From an optimization exercise on the open Yosys and OpenROAD flow, aimed at small area, a short achievable clock period and few clock cycles; shortcuts taken in it are not production practice.
Where RTL was checked, it was by simulation tests only, not by an equivalence proof against the original.
Power is estimated from default activity; no workload was simulated.

## gem_img_line_decoder
module gem_img_line_decoder (
  input  logic        clk,
  input  logic        rst_n,
  input  logic        in_valid,
  output logic        in_ready,
  input  logic [7:0]  in_data_byte,
  input  logic        in_image_start,
  output logic        out_valid,
  input  logic        out_ready,
  output logic [1:0]  out_run_kind,
  output logic [7:0]  out_fill_byte,
  output logic [63:0] out_pattern_word,
  output logic [15:0] out_byte_count,
  output logic        out_end_of_line,
  output logic [7:0]  out_line_repeats,
  output logic        out_image_done,
  input  logic        cfg_valid,
  output logic        cfg_ready,
  input  logic [1:0]  cfg_index,
  input  logic [15:0] cfg_data
);
==> flow/config.mk <==
export PLATFORM = sky130hd
export DESIGN_NAME = gem_img_line_decoder
export DESIGN_NICKNAME = gem_img_line_decoder
export VERILOG_FILES = /design/flow/design.v
export SDC_FILE = /design/flow/constraint.sdc
export NUM_CORES = 4
export LEC_CHECK = 0
export ABC_AREA = 1
export CAP_MARGIN = 20
export CORE_MARGIN = 2
export CORE_UTILIZATION = 60
export PLACE_DENSITY = 0.75
export SETUP_SLACK_MARGIN = 5
export SLEW_MARGIN = 20
==> flow/constraint.sdc <==
create_clock -name core_clock -period 10.5 [get_ports {clk}]
set_input_delay 2.1000 -clock core_clock [delete_from_list [all_inputs] [get_ports {clk}]]
set_output_delay 2.1000 -clock core_clock [all_outputs]
set_load 0.01 [all_outputs]
standard.sh (not shown) runs the stock make flow with config.mk's settings and CLKGATE_MAP_FILE= SYNTH_SCRIPT=/design/flow/synth_recipe.tcl, a recipe that flattens the netlist after the stock synthesis.
==> flow/flow/run.sh <==
#!/bin/bash
set -euo pipefail
bash standard.sh SETUP_SLACK_MARGIN=7.35 \
  "BUFFER_PORTS_ARGS=-buffer_cell sky130_fd_sc_hd__buf_1" \
  "CTS_ARGS=-sink_clustering_enable -repair_clock_nets -dont_use_dummy_load -sink_clustering_size 24 -sink_clustering_max_diameter 80 -buf_list sky130_fd_sc_hd__clkbuf_16" \
  finish > standard.log 2>&1
Testbench counts at the start, summed over its fixed seeds: cycles 18,194.
Then changed:
--- a/flow/design.v
+++ b/flow/design.v
@@ -173,19 +173,22 @@
   assign diff  = {bge ? bl_e[15:11] : bl_e[15:11] - 5'd1, dlo};
   assign clip  = eol_c ? bl_e[10:0] : cnt;
   gimg_cmpsub #(.W(8)) u_ll (.a(ll_r[7:0]), .b(rep_r), .d(llo), .ge(lge), .gt(lgt));
   assign done_c = (ll_r[15:8] == 8'd0) && !lgt;
   assign ll_sub = {lge ? ll_r[15:8] : ll_r[15:8] - 8'd1, llo};
   assign reps_c = done_c ? ll_r[7:0] : rep_r;
   assign more   = (tc_r[7:0] != 8'd1);
   assign tc_add = patb ? {3'd0, store_r[63:56]} : 11'h7ff;
   assign tc_sum = tc_r + tc_add;
-  assign lt_in = (cfg_valid && cfg_index == CFG_LINE_TOTAL) ? cfg_data : lt_r;
+  logic ltw, lt_nz;
+  assign ltw   = cfg_valid && (cfg_index == CFG_LINE_TOTAL);
+  assign lt_in = ltw ? cfg_data : lt_r;
+  assign lt_nz = ltw ? (cfg_data != 16'd0) : (lt_r != 16'd0);
   always_comb begin
     ph_nxt = ph_r;
     case (ph_r)
       PH_LINE, PH_TAG: begin
         if (d_zero)    ph_nxt = line_start ? PH_SAW0 : PH_PCOUNT;
         else if (d_80) ph_nxt = PH_LCOUNT;
         else           ph_nxt = eol_c ? PH_LINE : PH_TAG;
       end
       PH_SAW0:    ph_nxt = d_zero ? PH_SAW00 : PH_PATTERN;
@@ -203,19 +206,19 @@
       end
       PH_LSKIP:   ph_nxt = more ? PH_LSKIP : PH_LINE;
       default:    ph_nxt = PH_LINE;
     endcase
   end
   always_ff @(posedge clk) begin
     if (!rst_n) begin
       act_r <= 1'b0;
     end else if (init) begin
-      act_r <= (lt_in != 16'd0);
+      act_r <= lt_nz;
     end else if (step && emit && eol_c && done_c) begin
       act_r <= 1'b0;
     end
   end
   always_ff @(posedge clk) begin
     if (init) begin
       ph_r  <= PH_LINE;
       ll_r  <= lt_in;
       rep_r <= 8'd1;
Result: Routed wire length drops by 3.1%. Count of clock-buffer cells in the layout does not change. Combinational power is about the same. Via count drops by 1.5%. Total power drops by 0.31%. Synthesized cell count barely changes.
Testbench counts after the change, summed over its fixed seeds: cycles 18,194.

Starting RTL as in the previous note.
export LEC_CHECK = 0
export ABC_AREA = 1
export CAP_MARGIN = 20
export CORE_MARGIN = 2
export CORE_UTILIZATION = 60
export PLACE_DENSITY = 0.75
export SETUP_SLACK_MARGIN = 5
export SLEW_MARGIN = 20
create_clock -name core_clock -period 10.5 [get_ports {clk}]
==> flow/flow/run.sh <==
#!/bin/bash
set -euo pipefail
bash standard.sh SETUP_SLACK_MARGIN=7.3 \
  "BUFFER_PORTS_ARGS=-buffer_cell sky130_fd_sc_hd__buf_1" \
  "CTS_ARGS=-sink_clustering_enable -repair_clock_nets -dont_use_dummy_load -sink_clustering_size 24 -sink_clustering_max_diameter 80 -buf_list sky130_fd_sc_hd__clkbuf_16" \
  finish > standard.log 2>&1
Testbench counts at the start, summed over its fixed seeds: cycles 18,194.
Then changed:
--- a/flow/design.v
+++ b/flow/design.v
@@ -129,21 +129,21 @@
       b_s <= in_image_start;
     end
   end
   logic [7:0]  d;
   logic        line_start;
   logic [15:0] bl_e;
   logic        d_zero, d_80, d_ff;
   logic        tagph, solid, lit, patb, first, full, emit, cstep;
   logic [10:0] cnt;
   logic [10:0] dlo;
-  logic        bge, bgt;
+  logic        bge;
   logic [15:0] diff;
   logic        eol_c;
   logic [10:0] clip;
   logic [7:0]  llo;
   logic        lge, lgt;
   logic [15:0] ll_sub;
   logic        done_c;
   logic [7:0]  reps_c;
   logic        more;
   logic [10:0] tc_add, tc_sum;
@@ -161,22 +161,26 @@
   assign patb  = (ph_r == PH_PATTERN) || ((ph_r == PH_SAW00) && !d_ff);
   assign first = (idx_r == 3'd0);
   assign full  = (idx_r == 3'(plen_r - 4'd1));
   assign emit  = act_r && (solid || lit || (patb && full));
   assign cstep = (ph_r == PH_SAW0) || (ph_r == PH_PCOUNT);
   always_comb begin
     if (tagph)    cnt = {4'd0, d[6:0]};
     else if (lit) cnt = 11'd1;
     else          cnt = tc_r;
   end
-  gimg_cmpsub #(.W(11)) u_bl (.a(bl_e[10:0]), .b(cnt), .d(dlo), .ge(bge), .gt(bgt));
-  assign eol_c = (bl_e[15:11] == 5'd0) && !bgt;
+  gimg_cmpsub #(.W(11)) u_bl (.a(bl_e[10:0]), .b(cnt), .d(dlo), .ge(bge), .gt());
+  logic lgt_ls, lgt_mid;
+  gimg_cmpsub #(.W(7))  u_ls  (.a(lb_r[6:0]), .b(d[6:0]), .d(), .ge(), .gt(lgt_ls));
+  gimg_cmpsub #(.W(11)) u_mid (.a(bl_r[10:0]), .b(cnt), .d(), .ge(), .gt(lgt_mid));
+  assign eol_c = line_start ? ((lb_r[15:7] == 9'd0) && !lgt_ls)
+                            : ((bl_r[15:11] == 5'd0) && !lgt_mid);
   assign diff  = {bge ? bl_e[15:11] : bl_e[15:11] - 5'd1, dlo};
   assign clip  = eol_c ? bl_e[10:0] : cnt;
   gimg_cmpsub #(.W(8)) u_ll (.a(ll_r[7:0]), .b(rep_r), .d(llo), .ge(lge), .gt(lgt));
   assign done_c = (ll_r[15:8] == 8'd0) && !lgt;
   assign ll_sub = {lge ? ll_r[15:8] : ll_r[15:8] - 8'd1, llo};
   assign reps_c = done_c ? ll_r[7:0] : rep_r;
   assign more   = (tc_r[7:0] != 8'd1);
   assign tc_add = patb ? {3'd0, store_r[63:56]} : 11'h7ff;
   assign tc_sum = tc_r + tc_add;
   assign lt_in = (cfg_valid && cfg_index == CFG_LINE_TOTAL) ? cfg_data : lt_r;
Effect:
- The changed run went through all stages and came out clean
- register-to-register slack got worse by 30 ps
- first-iteration DRC count rises by 14%
- flip-flop and latch count is unchanged
- die area rises by 2.6%
- synthesized area rises by 2.7%
For the second run of this note, only the layout was checked, not whether the RTL still works.

==> afterwards: timing with drivers on the ports <==
Ports are ideal in the flow. The routed layouts listed here were re-timed in OpenROAD.
Step 1: set_driving_cell puts a clkbuf_16 on clk and a buf_2 on each other input, an assumption about the parent block.
Step 2 times the ports against the registers' clock, not the clock port: input delays grow and output delays shrink by t, the midpoint of the rising clock arrivals with the driver on.
Slacks: ideal ports / drivers / drivers and shift; pairs: ideal ports / drivers.
run	shift t [ns]	setup slack, ns	latest minus earliest clock arrival (ns)
the first run of note 1	0.504	7.364 / 7.320 / 6.898	0.043 / 0.043
the second run of note 1	0.496	7.365 / 7.322 / 6.916	0.040 / 0.041
the first run of note 2	0.496	7.331 / 7.288 / 6.840	0.022 / 0.021
the second run of note 2	0.502	7.314 / 7.304 / 6.835	0.031 / 0.031
After both steps every run listed still meets setup and hold. The setup slack of the first run of note 2, which loses most, moves by -0.043 ns with the drivers and by -0.491 ns with both steps.
